From an optimization exercise on the open Yosys and OpenROAD flow, aimed at small area, a short achievable clock period and few clock cycles; shortcuts taken in it are not production practice. RTL that was checked went through simulation tests only; none was proved equivalent to the original. Power figures rest on the tool's default switching activity, not on a simulated workload.

==> fjord: inputs <==
==> flow/design.v <==
package stt_pkg;
  localparam int SLOTS = 16;
  localparam int QR    = 2;    
  localparam logic [1:0] OP_ADD    = 2'd0;
  localparam logic [1:0] OP_CANCEL = 2'd1;
  localparam logic [1:0] OP_TICK   = 2'd2;
  localparam logic [1:0] OP_NONE   = 2'd3;
endpackage
module stt_cell (
  input  logic        clk,
  input  logic        rst_n,
  input  logic        add_sel,     
  input  logic        tick,        
  input  logic        cancel,      
  input  logic [15:0] cancel_id,
  input  logic [23:0] ivl_in,
  input  logic        ivz_in,      
  input  logic        per_in,
  input  logic        rn_in,
  input  logic [15:0] new_id,
  output logic        valid,
  output logic        valid_nxt,   
  output logic        exp,         
  output logic [15:0] id
);
  logic [23:0] rem_r, ivl_r;
  logic        per_r, zero_r, ivz_r;
  assign exp = valid && zero_r;
  always_comb begin
    if (!rst_n)                          valid_nxt = 1'b0;
    else if (add_sel)                    valid_nxt = 1'b1;
    else if (tick && exp && !per_r)      valid_nxt = 1'b0;
    else if (cancel && id == cancel_id)  valid_nxt = 1'b0;
    else                                 valid_nxt = valid;
  end
  always_ff @(posedge clk) begin
    valid <= valid_nxt;
    if (add_sel) begin
      id    <= new_id;
      ivl_r <= ivl_in;
      ivz_r <= ivz_in;
      per_r <= per_in;
    end
    if (add_sel) begin
      rem_r  <= rn_in ? 24'd0 : ivl_in;
      zero_r <= rn_in || ivz_in;
    end else if (tick) begin
      rem_r  <= zero_r ? ivl_r : rem_r - 24'd1;
      zero_r <= zero_r ? ivz_r : (rem_r == 24'd1);
    end
  end
endmodule
module software_timer_table_top (
  input  logic          clk,
  input  logic          rst_n,
  input  logic          in_valid,
  output logic          in_ready,
  input  logic [43:0]   in_data,
  output logic          out_valid,
  input  logic          out_ready,
  output logic [18:0]   out_data
);
  localparam int SLOTS = stt_pkg::SLOTS;
  localparam int QR    = stt_pkg::QR;
  localparam int PW    = (QR > 1) ? $clog2(QR) : 1;
  logic [1:0]  op;
  logic [23:0] ivl_in;
  logic        per_in, rn_in, ivz_in;
  logic [15:0] cid_in;
  assign op     = in_data[43:42];
  assign ivl_in = in_data[41:18];
  assign per_in = in_data[17];
  assign rn_in  = in_data[16];
  assign cid_in = in_data[15:0];
  assign ivz_in = (ivl_in == 24'd0);
  logic [15:0]      next_id_r;
  logic             out_valid_r;
  logic [18:0]      out_data_r;
  logic             lock_r;
  logic             hv_r, ht_r;          
  logic [16:0]      hp_r;                
  logic [QR-1:0]    qv_r, qt_r;
  logic [16:0]      qp_r [QR];
  logic [PW-1:0]    qh_r, qtl_r;
  logic [SLOTS-1:0] valid_vec, valid_nxt, exp_vec, freeing, first_free, add_sel;
  logic [15:0]      ids [SLOTS];
  logic             acc, is_add, is_tick, is_cancel, any_free;
  always_comb begin
    first_free = '0;
    for (int i = SLOTS - 1; i >= 0; i--)
      if (!valid_vec[i]) first_free = SLOTS'(1) << i;
  end
  assign any_free = !(&valid_vec);
  assign in_ready  = !lock_r && !(&qv_r);
  assign acc       = in_valid && in_ready;
  assign is_add    = acc && (op == stt_pkg::OP_ADD);
  assign is_tick   = acc && (op == stt_pkg::OP_TICK);
  assign is_cancel = acc && (op == stt_pkg::OP_CANCEL);
  assign add_sel   = is_add ? first_free : '0;
  for (genvar g = 0; g < SLOTS; g++) begin : g_slot
    stt_cell u_slot (
      .clk      (clk),
      .rst_n    (rst_n),
      .add_sel  (add_sel[g]),
      .tick     (is_tick),
      .cancel   (is_cancel),
      .cancel_id(cid_in),
      .ivl_in   (ivl_in),
      .ivz_in   (ivz_in),
      .per_in   (per_in),
      .rn_in    (rn_in),
      .new_id   (next_id_r),
      .valid    (valid_vec[g]),
      .valid_nxt(valid_nxt[g]),
      .exp      (exp_vec[g]),
      .id       (ids[g])
    );
  end
  logic [SLOTS-1:0] hmask, head_low, exp_low, slow;
  logic             head_single, exp_single, slast;
  logic [15:0]      sid;
  assign hmask       = hp_r[SLOTS-1:0];
  assign head_low    = hmask & (~hmask + SLOTS'(1));
  assign exp_low     = exp_vec & (~exp_vec + SLOTS'(1));
  assign head_single = (hmask == head_low);
  assign exp_single  = (exp_vec == exp_low);
  assign slow        = hv_r ? head_low : exp_low;
  assign slast       = hv_r ? head_single : exp_single;
  always_comb begin
    sid = '0;
    for (int i = 0; i < SLOTS; i++) if (slow[i]) sid = sid | ids[i];
  end
  logic        in_has, in_t;
  logic [16:0] in_p, ack_pay;
  assign ack_pay = {any_free ? next_id_r : 16'd0, !any_free};
  assign in_has  = is_add || (is_tick && |exp_vec);
  assign in_t    = !is_add;
  assign in_p    = is_add ? ack_pay : {1'b0, exp_vec};
  logic out_free, from_head, from_in, head_done, in_rest, ring_empty;
  assign out_free   = !out_valid_r || out_ready;
  assign from_head  = out_free && hv_r;
  assign from_in    = out_free && !hv_r;
  assign head_done  = from_head && (!ht_r || head_single);
  assign in_rest    = in_has && !(from_in && (is_add || exp_single));
  assign ring_empty = !(|qv_r);
  logic [SLOTS-1:0] pend_ring, pend_nxt;
  always_comb begin
    pend_ring = '0;
    for (int k = 0; k < QR; k++)
      if (qv_r[k] && qt_r[k]) pend_ring = pend_ring | qp_r[k][SLOTS-1:0];
  end
  assign pend_nxt = pend_ring
                  | ((hv_r && ht_r) ? hmask & ~(from_head ? head_low : '0) : '0)
                  | (is_tick ? exp_vec & ~(from_in ? exp_low : '0) : '0);
  assign freeing = ~valid_nxt | (is_cancel ? {SLOTS{1'b1}} : '0);
  always_ff @(posedge clk) begin
    if (!rst_n) begin
      next_id_r   <= '0;
      out_valid_r <= 1'b0;
      lock_r      <= 1'b0;
      hv_r        <= 1'b0;
      qv_r        <= '0;
      qh_r        <= '0;
      qtl_r       <= '0;
    end else begin
      if (is_add && any_free) next_id_r <= next_id_r + 16'd1;
      if (out_free) out_valid_r <= hv_r || in_has;
      lock_r <= |(pend_nxt & freeing);
      if (!hv_r || head_done) begin
        if (!ring_empty) begin
          hv_r         <= 1'b1;
          qv_r[qh_r]   <= 1'b0;
          qh_r         <= (qh_r == PW'(QR - 1)) ? '0 : qh_r + PW'(1);
        end else begin
          hv_r <= in_rest;
        end
      end
      if (in_rest && !((!hv_r || head_done) && ring_empty)) begin
        qv_r[qtl_r] <= 1'b1;
        qtl_r       <= (qtl_r == PW'(QR - 1)) ? '0 : qtl_r + PW'(1);
      end
    end
    if (from_head) begin
      if (ht_r) out_data_r <= {1'b1, sid, 1'b0, head_single};
      else      out_data_r <= {1'b0, hp_r[16:1], hp_r[0], 1'b1};
    end else if (from_in) begin
      if (is_add) out_data_r <= {1'b0, ack_pay[16:1], ack_pay[0], 1'b1};
      else        out_data_r <= {1'b1, sid, 1'b0, exp_single};
    end
    if (!hv_r || head_done) begin
      if (!ring_empty) begin
        ht_r <= qt_r[qh_r];
        hp_r <= qp_r[qh_r];
      end else begin
        ht_r <= in_t;
        hp_r <= (from_in && !is_add) ? {1'b0, exp_vec & ~exp_low} : in_p;
      end
    end else if (from_head) begin
      hp_r <= {1'b0, hmask & ~head_low};
    end
    if (in_rest && !((!hv_r || head_done) && ring_empty)) begin
      qt_r[qtl_r] <= in_t;
      qp_r[qtl_r] <= in_p;
    end
  end
  assign out_valid = out_valid_r;
  assign out_data  = out_data_r;
endmodule
==> flow/run.sh <==
#!/bin/bash
# synth_recipe.tcl (not shown) runs the flow's synth.tcl, then flattens the netlist and writes it again
# the make line also repeats each setting of config.mk as NAME=value (left out here)
make -C /OpenROAD-flow-scripts/flow DESIGN_CONFIG=/design/flow/config.mk WORK_HOME=/design/flow/orfs CLKGATE_MAP_FILE= SYNTH_SCRIPT=/design/flow/synth_recipe.tcl finish
==> flow/config.mk <==
export PLATFORM = sky130hd
export DESIGN_NAME = software_timer_table_top
export DESIGN_NICKNAME = software_timer_table_top
export VERILOG_FILES = /design/flow/design.v
export SDC_FILE = /design/flow/constraint.sdc
export NUM_CORES = 4
export LEC_CHECK = 0
export CAP_MARGIN = 20
export CORE_MARGIN = 2
export CORE_UTILIZATION = 55
export SETUP_SLACK_MARGIN = 4.2
export SLEW_MARGIN = 20
export TNS_END_PERCENT = 10
==> flow/constraint.sdc <==
create_clock -name core_clock -period 7.0 [get_ports {clk}]
set_input_delay 1.4000 -clock core_clock [delete_from_list [all_inputs] [get_ports {clk}]]
set_output_delay 1.4000 -clock core_clock [all_outputs]
set_load 0.01 [all_outputs]
==> tundra: changes against fjord <==
--- a/flow/design.v
+++ b/flow/design.v
@@ -68,9 +68,11 @@
   logic        per_in, rn_in, ivz_in;
   logic [15:0] cid_in;
-  assign op     = in_data[43:42];
-  assign ivl_in = in_data[41:18];
-  assign per_in = in_data[17];
-  assign rn_in  = in_data[16];
-  assign cid_in = in_data[15:0];
+  logic        c_v_r, c_exec;
+  logic [43:0] c_d_r;
+  assign op     = c_d_r[43:42];
+  assign ivl_in = c_d_r[41:18];
+  assign per_in = c_d_r[17];
+  assign rn_in  = c_d_r[16];
+  assign cid_in = c_d_r[15:0];
   assign ivz_in = (ivl_in == 24'd0);
   logic [15:0]      next_id_r;
@@ -92,6 +94,12 @@
   end
   assign any_free = !(&valid_vec);
-  assign in_ready  = !lock_r && !(&qv_r);
-  assign acc       = in_valid && in_ready;
+  assign c_exec    = !lock_r && !(&qv_r);
+  assign in_ready  = !c_v_r || c_exec;
+  assign acc       = c_v_r && c_exec;
+  always_ff @(posedge clk) begin
+    if (!rst_n)        c_v_r <= 1'b0;
+    else if (in_ready) c_v_r <= in_valid;
+    if (in_ready) c_d_r <= in_data;
+  end
   assign is_add    = acc && (op == stt_pkg::OP_ADD);
   assign is_tick   = acc && (op == stt_pkg::OP_TICK);
@@ -153,5 +161,5 @@
                   | ((hv_r && ht_r) ? hmask & ~(from_head ? head_low : '0) : '0)
                   | (is_tick ? exp_vec & ~(from_in ? exp_low : '0) : '0);
-  assign freeing = ~valid_nxt | (is_cancel ? {SLOTS{1'b1}} : '0);
+  assign freeing = ~valid_nxt;
   always_ff @(posedge clk) begin
     if (!rst_n) begin
--- a/flow/config.mk
+++ b/flow/config.mk
@@ -8,6 +8,8 @@
 export CAP_MARGIN = 20
 export CORE_MARGIN = 2
-export CORE_UTILIZATION = 55
-export SETUP_SLACK_MARGIN = 4.2
+export CORE_UTILIZATION = 70
+export CTS_CLUSTER_DIAMETER = 100
+export CTS_CLUSTER_SIZE = 24
+export SETUP_SLACK_MARGIN = 4.5
 export SLEW_MARGIN = 20
 export TNS_END_PERCENT = 10
==> lagoon: changes against fjord <==
--- a/flow/design.v
+++ b/flow/design.v
@@ -22,9 +22,17 @@
   output logic        valid_nxt,   
   output logic        exp,         
+  output logic        exp_nxt,     
   output logic [15:0] id
 );
   logic [23:0] rem_r, ivl_r;
   logic        per_r, zero_r, ivz_r;
+  logic        zero_nxt;
   assign exp = valid && zero_r;
+  always_comb begin
+    if (add_sel)   zero_nxt = rn_in || ivz_in;
+    else if (tick) zero_nxt = zero_r ? ivz_r : (rem_r == 24'd1);
+    else           zero_nxt = zero_r;
+  end
+  assign exp_nxt = valid_nxt && zero_nxt;
   always_comb begin
     if (!rst_n)                          valid_nxt = 1'b0;
@@ -42,11 +50,7 @@
       per_r <= per_in;
     end
-    if (add_sel) begin
-      rem_r  <= rn_in ? 24'd0 : ivl_in;
-      zero_r <= rn_in || ivz_in;
-    end else if (tick) begin
-      rem_r  <= zero_r ? ivl_r : rem_r - 24'd1;
-      zero_r <= zero_r ? ivz_r : (rem_r == 24'd1);
-    end
+    zero_r <= zero_nxt;
+    if (add_sel)   rem_r <= rn_in ? 24'd0 : ivl_in;
+    else if (tick) rem_r <= zero_r ? ivl_r : rem_r - 24'd1;
   end
 endmodule
@@ -64,18 +68,18 @@
   localparam int QR    = stt_pkg::QR;
   localparam int PW    = (QR > 1) ? $clog2(QR) : 1;
-  logic [1:0]  op;
   logic [23:0] ivl_in;
   logic        per_in, rn_in, ivz_in;
   logic [15:0] cid_in;
-  assign op     = in_data[43:42];
-  assign ivl_in = in_data[41:18];
-  assign per_in = in_data[17];
-  assign rn_in  = in_data[16];
-  assign cid_in = in_data[15:0];
+  logic        c_v_r, c_exec;
+  logic [43:0] c_d_r;
+  logic        c_add_r, c_tick_r, c_cancel_r;    
+  assign ivl_in = c_d_r[41:18];
+  assign per_in = c_d_r[17];
+  assign rn_in  = c_d_r[16];
+  assign cid_in = c_d_r[15:0];
   assign ivz_in = (ivl_in == 24'd0);
   logic [15:0]      next_id_r;
   logic             out_valid_r;
   logic [18:0]      out_data_r;
-  logic             lock_r;
   logic             hv_r, ht_r;          
   logic [16:0]      hp_r;                
@@ -83,5 +87,5 @@
   logic [16:0]      qp_r [QR];
   logic [PW-1:0]    qh_r, qtl_r;
-  logic [SLOTS-1:0] valid_vec, valid_nxt, exp_vec, freeing, first_free, add_sel;
+  logic [SLOTS-1:0] valid_vec, valid_nxt, exp_vec, exp_nxt, freeing, first_free, add_sel;
   logic [15:0]      ids [SLOTS];
   logic             acc, is_add, is_tick, is_cancel, any_free;
@@ -92,9 +96,21 @@
   end
   assign any_free = !(&valid_vec);
-  assign in_ready  = !lock_r && !(&qv_r);
-  assign acc       = in_valid && in_ready;
-  assign is_add    = acc && (op == stt_pkg::OP_ADD);
-  assign is_tick   = acc && (op == stt_pkg::OP_TICK);
-  assign is_cancel = acc && (op == stt_pkg::OP_CANCEL);
+  logic c_exec_r, in_ready_r;
+  assign c_exec    = c_exec_r;
+  assign in_ready  = in_ready_r;
+  assign acc       = c_v_r && c_exec;
+  always_ff @(posedge clk) begin
+    if (!rst_n)        c_v_r <= 1'b0;
+    else if (in_ready) c_v_r <= in_valid;
+    if (in_ready) begin
+      c_d_r      <= in_data;
+      c_add_r    <= (in_data[43:42] == stt_pkg::OP_ADD);
+      c_tick_r   <= (in_data[43:42] == stt_pkg::OP_TICK);
+      c_cancel_r <= (in_data[43:42] == stt_pkg::OP_CANCEL);
+    end
+  end
+  assign is_add    = acc && c_add_r;
+  assign is_tick   = acc && c_tick_r;
+  assign is_cancel = acc && c_cancel_r;
   assign add_sel   = is_add ? first_free : '0;
   for (genvar g = 0; g < SLOTS; g++) begin : g_slot
@@ -114,4 +130,5 @@
       .valid_nxt(valid_nxt[g]),
       .exp      (exp_vec[g]),
+      .exp_nxt  (exp_nxt[g]),
       .id       (ids[g])
     );
@@ -120,9 +137,18 @@
   logic             head_single, exp_single, slast;
   logic [15:0]      sid;
+  logic [SLOTS-1:0] exp_low_r;
+  logic             exp_single_r, exp_any_r;
+  logic [SLOTS-1:0] exp_low_nxt;
+  assign exp_low_nxt = exp_nxt & (~exp_nxt + SLOTS'(1));
+  always_ff @(posedge clk) begin
+    exp_low_r    <= exp_low_nxt;
+    exp_single_r <= (exp_nxt == exp_low_nxt);
+    exp_any_r    <= |exp_nxt;
+  end
   assign hmask       = hp_r[SLOTS-1:0];
   assign head_low    = hmask & (~hmask + SLOTS'(1));
-  assign exp_low     = exp_vec & (~exp_vec + SLOTS'(1));
+  assign exp_low     = exp_low_r;
   assign head_single = (hmask == head_low);
-  assign exp_single  = (exp_vec == exp_low);
+  assign exp_single  = exp_single_r;
   assign slow        = hv_r ? head_low : exp_low;
   assign slast       = hv_r ? head_single : exp_single;
@@ -134,7 +160,7 @@
   logic [16:0] in_p, ack_pay;
   assign ack_pay = {any_free ? next_id_r : 16'd0, !any_free};
-  assign in_has  = is_add || (is_tick && |exp_vec);
-  assign in_t    = !is_add;
-  assign in_p    = is_add ? ack_pay : {1'b0, exp_vec};
+  assign in_has  = is_add || (is_tick && exp_any_r);
+  assign in_t    = !c_add_r;
+  assign in_p    = in_t ? {1'b0, exp_vec} : ack_pay;
   logic out_free, from_head, from_in, head_done, in_rest, ring_empty;
   assign out_free   = !out_valid_r || out_ready;
@@ -153,10 +179,31 @@
                   | ((hv_r && ht_r) ? hmask & ~(from_head ? head_low : '0) : '0)
                   | (is_tick ? exp_vec & ~(from_in ? exp_low : '0) : '0);
-  assign freeing = ~valid_nxt | (is_cancel ? {SLOTS{1'b1}} : '0);
+  assign freeing = ~valid_nxt;
+  logic          refill, push;
+  logic [QR-1:0] qv_nxt;
+  logic          lock_nxt, c_v_nxt, c_exec_nxt;
+  assign refill = (!hv_r || head_done) && !ring_empty;
+  assign push   = in_rest && !((!hv_r || head_done) && ring_empty);
+  always_comb begin
+    qv_nxt = qv_r;
+    if (refill) qv_nxt[qh_r]  = 1'b0;
+    if (push)   qv_nxt[qtl_r] = 1'b1;
+  end
+  assign lock_nxt   = |(pend_nxt & freeing);
+  assign c_v_nxt    = in_ready ? in_valid : c_v_r;
+  assign c_exec_nxt = !lock_nxt && !(&qv_nxt);
+  always_ff @(posedge clk) begin
+    if (!rst_n) begin
+      c_exec_r   <= 1'b1;
+      in_ready_r <= 1'b1;
+    end else begin
+      c_exec_r   <= c_exec_nxt;
+      in_ready_r <= !c_v_nxt || c_exec_nxt;
+    end
+  end
   always_ff @(posedge clk) begin
     if (!rst_n) begin
       next_id_r   <= '0;
       out_valid_r <= 1'b0;
-      lock_r      <= 1'b0;
       hv_r        <= 1'b0;
       qv_r        <= '0;
@@ -166,9 +213,7 @@
       if (is_add && any_free) next_id_r <= next_id_r + 16'd1;
       if (out_free) out_valid_r <= hv_r || in_has;
-      lock_r <= |(pend_nxt & freeing);
       if (!hv_r || head_done) begin
         if (!ring_empty) begin
           hv_r         <= 1'b1;
-          qv_r[qh_r]   <= 1'b0;
           qh_r         <= (qh_r == PW'(QR - 1)) ? '0 : qh_r + PW'(1);
         end else begin
@@ -176,8 +221,6 @@
         end
       end
-      if (in_rest && !((!hv_r || head_done) && ring_empty)) begin
-        qv_r[qtl_r] <= 1'b1;
-        qtl_r       <= (qtl_r == PW'(QR - 1)) ? '0 : qtl_r + PW'(1);
-      end
+      qv_r <= qv_nxt;
+      if (push) qtl_r <= (qtl_r == PW'(QR - 1)) ? '0 : qtl_r + PW'(1);
     end
     if (from_head) begin
@@ -199,5 +242,5 @@
       hp_r <= {1'b0, hmask & ~head_low};
     end
-    if (in_rest && !((!hv_r || head_done) && ring_empty)) begin
+    if (!qv_r[qtl_r]) begin
       qt_r[qtl_r] <= in_t;
       qp_r[qtl_r] <= in_p;
--- a/flow/config.mk
+++ b/flow/config.mk
@@ -8,6 +8,8 @@
 export CAP_MARGIN = 20
 export CORE_MARGIN = 2
-export CORE_UTILIZATION = 55
-export SETUP_SLACK_MARGIN = 4.2
+export CORE_UTILIZATION = 70
+export CTS_CLUSTER_DIAMETER = 100
+export CTS_CLUSTER_SIZE = 20
+export SETUP_SLACK_MARGIN = 4.5
 export SLEW_MARGIN = 20
 export TNS_END_PERCENT = 10
==> yarrow: changes against fjord <==
--- a/flow/design.v
+++ b/flow/design.v
@@ -68,9 +68,11 @@
   logic        per_in, rn_in, ivz_in;
   logic [15:0] cid_in;
-  assign op     = in_data[43:42];
-  assign ivl_in = in_data[41:18];
-  assign per_in = in_data[17];
-  assign rn_in  = in_data[16];
-  assign cid_in = in_data[15:0];
+  logic        c_v_r, c_exec;
+  logic [43:0] c_d_r;
+  assign op     = c_d_r[43:42];
+  assign ivl_in = c_d_r[41:18];
+  assign per_in = c_d_r[17];
+  assign rn_in  = c_d_r[16];
+  assign cid_in = c_d_r[15:0];
   assign ivz_in = (ivl_in == 24'd0);
   logic [15:0]      next_id_r;
@@ -92,6 +94,12 @@
   end
   assign any_free = !(&valid_vec);
-  assign in_ready  = !lock_r && !(&qv_r);
-  assign acc       = in_valid && in_ready;
+  assign c_exec    = !lock_r && !(&qv_r);
+  assign in_ready  = !c_v_r || c_exec;
+  assign acc       = c_v_r && c_exec;
+  always_ff @(posedge clk) begin
+    if (!rst_n)        c_v_r <= 1'b0;
+    else if (in_ready) c_v_r <= in_valid;
+    if (in_ready) c_d_r <= in_data;
+  end
   assign is_add    = acc && (op == stt_pkg::OP_ADD);
   assign is_tick   = acc && (op == stt_pkg::OP_TICK);
@@ -153,5 +161,5 @@
                   | ((hv_r && ht_r) ? hmask & ~(from_head ? head_low : '0) : '0)
                   | (is_tick ? exp_vec & ~(from_in ? exp_low : '0) : '0);
-  assign freeing = ~valid_nxt | (is_cancel ? {SLOTS{1'b1}} : '0);
+  assign freeing = ~valid_nxt;
   always_ff @(posedge clk) begin
     if (!rst_n) begin
--- a/flow/config.mk
+++ b/flow/config.mk
@@ -8,6 +8,8 @@
 export CAP_MARGIN = 20
 export CORE_MARGIN = 2
-export CORE_UTILIZATION = 55
-export SETUP_SLACK_MARGIN = 4.2
+export CORE_UTILIZATION = 60
+export CTS_CLUSTER_DIAMETER = 60
+export CTS_CLUSTER_SIZE = 25
+export SETUP_SLACK_MARGIN = 4.3
 export SLEW_MARGIN = 20
 export TNS_END_PERCENT = 10
==> results.txt <==
Status: yarrow complete, no violations; lagoon complete, no violations; tundra complete, no violations; fjord complete, no violations
Non-clk invs: yarrow 91; lagoon 100; tundra 91; fjord 106
Routed length per instance: yarrow 31.73 um; lagoon 30.09 um; tundra 32.40 um; fjord 29.66 um
Power share of the clock group: yarrow 40.2%; lagoon 32.7%; tundra 30.7%; fjord 44.1%
Non-clk bufs: yarrow 440; lagoon 448; tundra 454; fjord 386
Largest stage delay on the critical path: yarrow 0.44 ns; lagoon 0.46 ns; tundra 0.54 ns; fjord 0.53 ns
Number of antenna violations at the first check in global routing: yarrow 23; lagoon 15; tundra 21; fjord 31
Proportion of netlist area held by the largest area contributor: yarrow 59.62%; lagoon 58.92%; tundra 59.62%; fjord 58.92%
GR Layer Usage met1: yarrow 52.86%; lagoon 59.84%; tundra 60.43%; fjord 53.76%
Number of enable flip-flop cells after synthesis: yarrow 1,189; lagoon 1,174; tundra 1,189; fjord 1,145
Synth Cell Area: yarrow 0.05988 mm2; lagoon 0.05984 mm2; tundra 0.05988 mm2; fjord 0.05835 mm2
Worst IR drop on VDD: yarrow 211.3 uV; lagoon 249.8 uV; tundra 263.6 uV; fjord 232.2 uV
Routed vias/inst: yarrow 6.844; lagoon 7.015; tundra 7.325; fjord 6.537
Final hold slack: yarrow 0.5618 ns; lagoon 0.5669 ns; tundra 0.5357 ns; fjord 0.5456 ns
Core Footprint: yarrow 0.09871 mm2; lagoon 0.08488 mm2; tundra 0.08501 mm2; fjord 0.1053 mm2
Register fraction of the total cell area: yarrow 52.34%; lagoon 53.23%; tundra 53.70%; fjord 51.35%
Placed Cells: yarrow 6,336; lagoon 6,361; tundra 6,194; fjord 6,532
Count of vias placed by the detailed router: yarrow 46,360; lagoon 47,310; tundra 48,160; fjord 45,330
Testbench counts of tundra, summed over its fixed seeds: cycles 16,048.
Testbench counts of lagoon, summed over its fixed seeds: cycles 16,048.
Testbench counts of yarrow, summed over its fixed seeds: cycles 16,048.
Function not checked in fjord: the RTL went through the layout flow alone.

[re-timing with driven ports]
In the flow no input, the clock included, has a driving cell. The finished layouts below were timed again as built, in two steps. Step 1, drivers: a clkbuf_16 drives clk and a buf_2 each remaining input, both assumed. Step 2 moves the port delays by t, midway between the first and last clock arrival at a register: inputs arrive t later, outputs are due t later. That takes back most of the time a late clock gives input paths. Three values: ideal, step 1, step 2; two values: the first two.
run	t (ns)	setup slack, ns	worst register clock-pin slew, ns
fjord	0.808	3.413 / 3.413 / 2.853	0.07 / 0.07
tundra	0.764	3.894 / 3.840 / 3.302	0.11 / 0.11
lagoon	0.734	3.913 / 3.879 / 3.386	0.10 / 0.10
yarrow	0.807	3.858 / 3.832 / 3.238	0.10 / 0.10
After both steps setup and hold are still met in every run listed. For yarrow, which loses most, drivers alone change the setup slack by -0.026 ns; drivers and shift together by -0.620 ns.
